What follows belongs to an exercise in optimizing a design on an open flow for small area, a short achievable clock period and few clock cycles; a production flow would make more cautious choices. The RTL was checked by simulation tests, not by an equivalence proof against the original design.

## alpha
==> flow/design.v <==
module alu_cmd_responder #(
   parameter int WIDTH = 32
) (
   input  logic             clk,
   input  logic             rst,
   input  logic             cmd_valid,
   output logic             cmd_ready,
   input  logic [3:0]       cmd_op,
   input  logic [WIDTH-1:0] cmd_p,
   input  logic [WIDTH-1:0] cmd_q,
   output logic             rsp_valid,
   input  logic             rsp_ready,
   output logic [WIDTH-1:0] rsp_result,
   output logic [1:0]       rsp_error,
   output logic             busy
);
   localparam logic [3:0] OP_NOP = 4'b0000;
   localparam logic [3:0] OP_ADD = 4'b0001;
   localparam logic [3:0] OP_MUL = 4'b0010;
   localparam logic [3:0] OP_DIV = 4'b0011;
   localparam logic [3:0] OP_SUB = 4'b0100;
   localparam logic [3:0] OP_CLR = 4'b1100;
   localparam logic [3:0] OP_POW = 4'b1111;
   localparam logic [1:0] ERR_OK  = 2'b00;
   localparam logic [1:0] ERR_OVF = 2'b01;
   localparam logic [1:0] ERR_DIV = 2'b10;
   localparam logic [1:0] ERR_ILL = 2'b11;
   localparam logic [1:0] IMM_ACC  = 2'd0;
   localparam logic [1:0] IMM_ZERO = 2'd1;
   localparam logic [1:0] IMM_ONE  = 2'd2;
   localparam logic [1:0] IMM_P    = 2'd3;
   function automatic logic [31:0] sqInit(input logic [31:0] r);
      sqInit = {r[30:8], 1'b0, r[7:0]};
   endfunction
   function automatic logic [31:0] sqNext(input logic [31:0] x);
      sqNext = {x[23:17], 1'b0, x[16:9], 16'd0};
   endfunction
   logic        bsy;         
   logic        v1;          
   logic        kSub, kMul, kDiv, kPow, kImm;
   logic [1:0]  immSel;
   logic [1:0]  immErr;
   logic [31:0] P1;
   logic [31:0] acc;         
   logic [1:0]  accErr;
   logic        rspV;
   logic [31:0] X;           
   logic [7:0]  D;           
   logic        cin;         
   logic        first;       
   logic        xs;          
   logic        ovf;
   logic [1:0]  k;           
   logic [4:0]  i;           
   logic        cf;          
   logic        phSq;        
   logic [2:0]  nb;          
   logic [3:0]  qs;          
   logic        done;        
   logic        last;        
   logic        lastE;       
   logic        accept;
   logic        free;        
   logic        rdy;
   logic        pZero, pSmall, qBig;
   logic [4:0]  q5;
   logic        dAdd, dSub, dMul, dDiv, dPow, dImm;
   logic [1:0]  dSel, dErr;
   logic [2:0]  dNb;
   logic [3:0]  dQs;
   logic        dLast;
   assign free   = ~rspV | rsp_ready;
   assign rdy    = ~v1 | (lastE & free);
   assign accept = cmd_valid & rdy;
   assign pZero  = (cmd_p == 32'd0);
   assign pSmall = (cmd_p[31:8] == 24'd0);
   assign qBig   = |cmd_q[31:5];
   assign q5     = cmd_q[4:0];
   always_comb begin
      dAdd = 1'b0; dSub = 1'b0; dMul = 1'b0; dDiv = 1'b0; dPow = 1'b0; dImm = 1'b0;
      dSel = IMM_ACC; dErr = ERR_OK;
      case (cmd_op)
         OP_NOP: dImm = 1'b1;
         OP_ADD: dAdd = 1'b1;
         OP_SUB: dSub = 1'b1;
         OP_MUL: dMul = 1'b1;
         OP_DIV: begin
            if (pZero) begin dImm = 1'b1; dErr = ERR_DIV; end
            else dDiv = 1'b1;
         end
         OP_CLR: begin dImm = 1'b1; dSel = IMM_ZERO; end
         OP_POW: begin
            if (qBig) begin dImm = 1'b1; dErr = ERR_ILL; end
            else if (q5 == 5'd0) begin dImm = 1'b1; dSel = IMM_ONE; end
            else if (q5 == 5'd1) begin dImm = 1'b1; dSel = IMM_P; end
            else dPow = 1'b1;
         end
         default: begin dImm = 1'b1; dErr = ERR_ILL; end
      endcase
      if (q5[4])      begin dNb = 3'd4; dQs = q5[3:0]; end
      else if (q5[3]) begin dNb = 3'd3; dQs = {q5[2:0], 1'b0}; end
      else if (q5[2]) begin dNb = 3'd2; dQs = {q5[1:0], 2'b0}; end
      else            begin dNb = 3'd1; dQs = {q5[0], 3'b0}; end
      dLast = dImm | dAdd | dSub | (dMul & pSmall)
            | (dPow & (q5 == 5'd2) & (cmd_p[15:8] == 8'd0));
   end
   logic        go;
   logic        sqMode;
   logic [31:0] sIn;
   logic [39:0] full;
   logic        mOvf;
   logic [3:0]  dnz;
   logic        restZero, restZero2;
   logic        finalMul;
   logic        nextSq;
   logic        borrow;
   logic        aLtP;
   logic [31:0] remIn;
   logic [32:0] tA, tB;
   logic        qA, qB;
   logic [31:0] remA, remB, quo2;
   logic        sk16, sk4;
   assign go = v1 & free;
   assign sqMode = kPow & phSq;
   assign sIn    = first ? 32'd0 : acc;
   assign full   = {8'd0, sIn} + X * D + {39'd0, cin};
   assign mOvf   = ovf | (|full[39:32]) | (xs & (|D));
   always_comb begin
      for (int j = 0; j < 4; j++) dnz[j] = |P1[8*j +: 8];
      if (sqMode) begin
         restZero  = k[0] | (X[16:9] == 8'd0);
         restZero2 = 1'b1;
      end else begin
         restZero  = ~|(dnz & (4'hE << k));
         restZero2 = ~|(dnz & (4'hC << k)) | (k == 2'd3);
      end
   end
   assign finalMul = kMul | ((nb == 3'd1) & (~phSq | ~qs[3]));
   assign nextSq   = ~(phSq & qs[3]);
   assign borrow = ~full[32];
   assign aLtP   = acc < P1;
   assign lastE  = last | (kDiv & cf & aLtP);
   assign remIn = cf ? 32'd0 : acc;
   assign tA    = {acc, X[31]} - {1'b0, P1};
   assign qA    = ~tA[32];
   assign remA  = qA ? tA[31:0] : {acc[30:0], X[31]};
   assign tB    = {remA, X[30]} - {1'b0, P1};
   assign qB    = ~tB[32];
   assign remB  = qB ? tB[31:0] : {remA[30:0], X[30]};
   assign quo2  = {X[29:0], qA, qB};
   assign sk16  = (i > 5'd8) & (remIn[31:16] == 16'd0) & ({remIn[15:0], X[31:16]} < P1);
   assign sk4   = (i > 5'd2) & (remIn[31:28] == 4'd0) & ({remIn[27:0], X[31:28]} < P1);
   logic        fin;
   logic [31:0] resVal;
   logic [1:0]  resErr;
   assign fin = go & lastE;
   always_comb begin
      resVal = acc;
      resErr = ERR_OK;
      if (done) begin
         resVal = acc;
         resErr = (kMul | kPow) ? {1'b0, ovf} : ERR_OK;
      end else if (kImm) begin
         case (immSel)
            IMM_ACC:  resVal = acc;
            IMM_ZERO: resVal = 32'd0;
            IMM_ONE:  resVal = 32'd1;
            default:  resVal = P1;
         endcase
         resErr = immErr;
      end else if (kSub) begin
         resVal = full[31:0];
         resErr = {1'b0, borrow};
      end else if (kDiv) begin
         resVal = cf ? 32'd0 : quo2;
      end else begin
         resVal = full[31:0];
         resErr = {1'b0, mOvf};
      end
   end
   logic v1N, rspVN, lastN;
   logic [31:0] accN;
   assign v1N   = accept ? 1'b1 : (fin ? 1'b0 : v1);
   assign rspVN = fin | (rspV & ~rsp_ready);
   logic        aFull, aRem, aQuo;
   logic [31:0] accE;
   assign aFull = (fin & ~done & ~kImm & ~kDiv) | (go & ~fin & ~done & (kMul | kPow));
   assign aRem  = go & ~fin & ~done & kDiv & ~cf & ~sk16 & ~sk4;
   assign aQuo  = fin & ~done & kDiv & ~cf;
   always_comb begin
      accE = acc;
      if (fin) begin
         if (~done & kImm) begin
            case (immSel)
               IMM_ACC:  accE = acc;
               IMM_ZERO: accE = 32'd0;
               IMM_ONE:  accE = 32'd1;
               default:  accE = P1;
            endcase
         end else if (~done & kDiv) begin
            accE = 32'd0;
         end
      end else if (go & ~done & kDiv) begin
         if (sk16) accE = {remIn[15:0], X[31:16]};
         else if (sk4) accE = {remIn[27:0], X[31:28]};
         else accE = 32'd0;
      end
   end
   always_comb begin
      if (aFull) accN = full[31:0];
      else if (aRem) accN = remB;
      else if (aQuo) accN = quo2;
      else accN = accE;
   end
   logic        xFromAcc, xFull, xSqi, xQuo;
   logic [31:0] xE, xN;
   assign xFromAcc = ~(dAdd | dSub | dPow);
   assign xFull = accept ? (xFromAcc & aFull)
                         : (go & ~fin & (kMul | kPow) & restZero & ~finalMul);
   assign xSqi  = ~accept & nextSq;
   assign xQuo  = accept ? (xFromAcc & aQuo)
                         : (go & ~fin & ~done & kDiv & ~cf & ~sk16 & ~sk4);
   always_comb begin
      xE = X;
      if (accept) begin
         if (dAdd) xE = cmd_p;
         else if (dSub) xE = ~cmd_p;
         else if (dPow) xE = sqInit(cmd_p);
         else xE = accE;
      end else if (go & ~fin) begin
         if (kMul | kPow) begin
            if (~restZero) xE = sqMode ? sqNext(X) : {X[23:0], 8'd0};
         end else if (~done) begin
            if (sk16) xE = {X[15:0], 16'd0};
            else if (sk4) xE = {X[27:0], 4'd0};
         end
      end
   end
   always_comb begin
      if (xFull) xN = xSqi ? sqInit(full[31:0]) : full[31:0];
      else if (xQuo) xN = quo2;
      else xN = xE;
   end
   always_comb begin
      lastN = last;
      if (accept) lastN = dLast;
      else if (go & ~fin) begin
         if (kMul | kPow) begin
            lastN = finalMul & restZero2;
            if (restZero) begin
               if (finalMul) lastN = 1'b1;
               else if (~nextSq) lastN = (nb == 3'd1) & (P1[31:8] == 24'd0);
               else lastN = (nb == 3'd2) & ~qs[2] & (full[15:8] == 8'd0);
            end
         end else begin
            if (cf & aLtP) lastN = 1'b1;
            else if (sk16) lastN = (i == 5'd9);
            else if (sk4) lastN = (i == 5'd3);
            else if (cf) lastN = 1'b0;
            else lastN = (i == 5'd2);
         end
      end
   end
   always_ff @(posedge clk or posedge rst) begin
      if (rst) begin
         bsy  <= 1'b0;
         v1   <= 1'b0;
         rspV <= 1'b0;
         acc  <= 32'd0;
      end else begin
         bsy  <= v1N | rspVN;
         v1   <= v1N;
         rspV <= rspVN;
         acc  <= accN;
      end
   end
   always_ff @(posedge clk) begin
      if (fin) accErr <= resErr;
   end
   always_ff @(posedge clk) begin
      if (rdy) begin
         P1     <= cmd_p;
         kSub   <= dSub;
         kMul   <= dMul;
         kDiv   <= dDiv;
         kPow   <= dPow;
         kImm   <= dImm;
         immSel <= dSel;
         immErr <= dErr;
      end
   end
   always_ff @(posedge clk) begin
      last <= lastN;
      X    <= xN;
      if (accept) begin
         cf    <= 1'b1;
         k     <= 2'd0;
         i     <= 5'd16;
         done  <= 1'b0;
         phSq  <= 1'b1;
         nb    <= dNb;
         qs    <= dQs;
         xs    <= 1'b0;
         cin   <= dSub;
         first <= dMul | dPow;
         ovf   <= dPow & (|cmd_p[31:16]);
         if (dMul | dPow) D <= cmd_p[7:0];
         else D <= 8'd1;
      end else if (go & ~fin) begin
         cf <= 1'b0;
         if (kMul | kPow) begin
            ovf   <= mOvf;
            first <= 1'b0;
            if (~restZero) begin
               xs <= xs | (~sqMode & (|X[31:24]));
               D  <= sqMode ? X[16:9] : P1[8*(k+1) +: 8];
               k  <= k + 2'd1;
            end else begin
               first <= 1'b1;
               xs    <= 1'b0;
               k     <= 2'd0;
               if (finalMul) begin
                  done <= 1'b1;
               end else if (~nextSq) begin
                  phSq <= 1'b0;
                  D    <= P1[7:0];
               end else begin
                  phSq <= 1'b1;
                  nb   <= nb - 3'd1;
                  qs   <= {qs[2:0], 1'b0};
                  D    <= full[7:0];
                  ovf  <= mOvf | (|full[31:16]);
               end
            end
         end else begin
            if (cf & aLtP) begin
               done <= 1'b1;
            end else if (sk16) begin
               i <= i - 5'd8;
            end else if (sk4) begin
               i <= i - 5'd2;
            end else if (~cf) begin
               i <= i - 5'd1;
            end
         end
      end
   end
   assign cmd_ready  = rdy;
   assign busy       = bsy;
   assign rsp_valid  = rspV;
   assign rsp_result = acc;
   assign rsp_error  = accErr;
endmodule
clock: 11.0 ns
lec_check: 0
cap_margin: 20
core_margin: 2
core_utilization: 40
place_density: 0.6
setup_slack_margin: 5
slew_margin: 20
run.sh (not shown) runs the stock make flow with config.mk's settings and CLKGATE_MAP_FILE= SYNTH_SCRIPT=/design/flow/synth_recipe.tcl, a recipe that flattens the netlist after the stock synthesis.
Testbench counts of alpha, summed over its fixed seeds: cycles 8,808.
Setup changes, alpha to beta
-- flow/design.v --
<<< alpha, line 207
      end
   end
   always_comb begin
      if (aFull) accN = full[31:0];
      else if (aRem) accN = remB;
      else if (aQuo) accN = quo2;
      else accN = accE;
   end
   logic        xFromAcc, xFull, xSqi, xQuo;
   logic [31:0] xE, xN;
>>> beta, line 207
      end
   end
   logic aOth;
   assign aOth = ~aFull & ~aRem & ~aQuo;
   assign accN = ({32{aFull}} & full[31:0])
               | ({32{aRem & qB}} & tB[31:0])
               | ({32{aRem & ~qB}} & {remA[30:0], X[30]})
               | ({32{aQuo}} & quo2)
               | ({32{aOth}} & accE);
   logic        xFromAcc, xFull, xSqi, xQuo;
   logic [31:0] xE, xN;
<<< alpha, line 237
      end
   end
   always_comb begin
      if (xFull) xN = xSqi ? sqInit(full[31:0]) : full[31:0];
      else if (xQuo) xN = quo2;
      else xN = xE;
   end
   always_comb begin
      lastN = last;
>>> beta, line 238
      end
   end
   logic xOth;
   assign xOth = ~xFull & ~xQuo;
   assign xN = ({32{xFull & xSqi}} & sqInit(full[31:0]))
             | ({32{xFull & ~xSqi}} & full[31:0])
             | ({32{xQuo}} & quo2)
             | ({32{xOth}} & xE);
   always_comb begin
      lastN = last;
<<< alpha, line 275
      end
   end
   always_ff @(posedge clk) begin
      if (fin) accErr <= resErr;
   end
   always_ff @(posedge clk) begin
>>> beta, line 277
      end
   end
   logic eLate;
   logic hiNZ;
   logic [1:0] accErrN;
   assign eLate = fin & ~done & ~kImm & ~kDiv;
   assign hiNZ  = |full[39:32];
   always_comb begin
      accErrN = accErr;
      if (eLate) accErrN = {1'b0, kSub ? ~full[32] : (ovf | (xs & (|D)) | hiNZ)};
      else if (fin) accErrN = resErr;
   end
   always_ff @(posedge clk) begin
      accErr <= accErrN;
   end
   always_ff @(posedge clk) begin
==> run summary <==
beta finished every step from synthesis to the final layout, and the layout passed the timing, DRC and antenna checks. Post-detailed-route DRC marker count came out exactly the same in alpha and beta. Looking at peak per-stage delay on the critical path, beta sits 0.12 ns higher than alpha does. Reported for alpha and beta, count of inserted tapcells turned out identical to the last digit. Measured against each other, alpha and beta differ in critical path depth, the higher figure coming from alpha. The area taken by flip-flops and latches number comes out lower for beta vs alpha. The die area of beta and that of alpha are within noise of each other. ~same insertion delay of the later-clocked pin in the worst-skew pair in alpha and beta. Synthesized area per cell: beta vs alpha, no meaningful difference.
Testbench counts of beta, summed over its fixed seeds: cycles 8,808.

what the ideal ports hide:
In the flow no input, the clock included, has a driving cell. The finished layouts below were timed again as built, in two steps.
Step 1 sets driving cells, clkbuf_16 on the clock port and buf_2 on the other inputs (assumed; they add their load-dependent delay and slew).
Step 2 adds t to the input delays and takes it off the output delays; t is the mean of the earliest and latest rising clock arrival at the registers after step 1. Input paths then give back, and output paths get back, about the clock's delay inside the block.
Three values: ideal, step 1, step 2; two values: the first two.
run | t (ns) | setup WS [ns] | worst setup path at the end | worst register clock-pin slew, ns | pins driven straight from the clock port
alpha | 0.532 | 4.625 / 4.625 / 4.292 | input to register | 0.08 / 0.08 | 1
beta | 0.522 | 4.930 / 4.930 / 4.473 | input to register | 0.07 / 0.07 | 1
After both steps every run listed still meets setup and hold. The setup slack of beta, which loses most, moves by 0.000 ns with the drivers and by -0.457 ns with both steps.
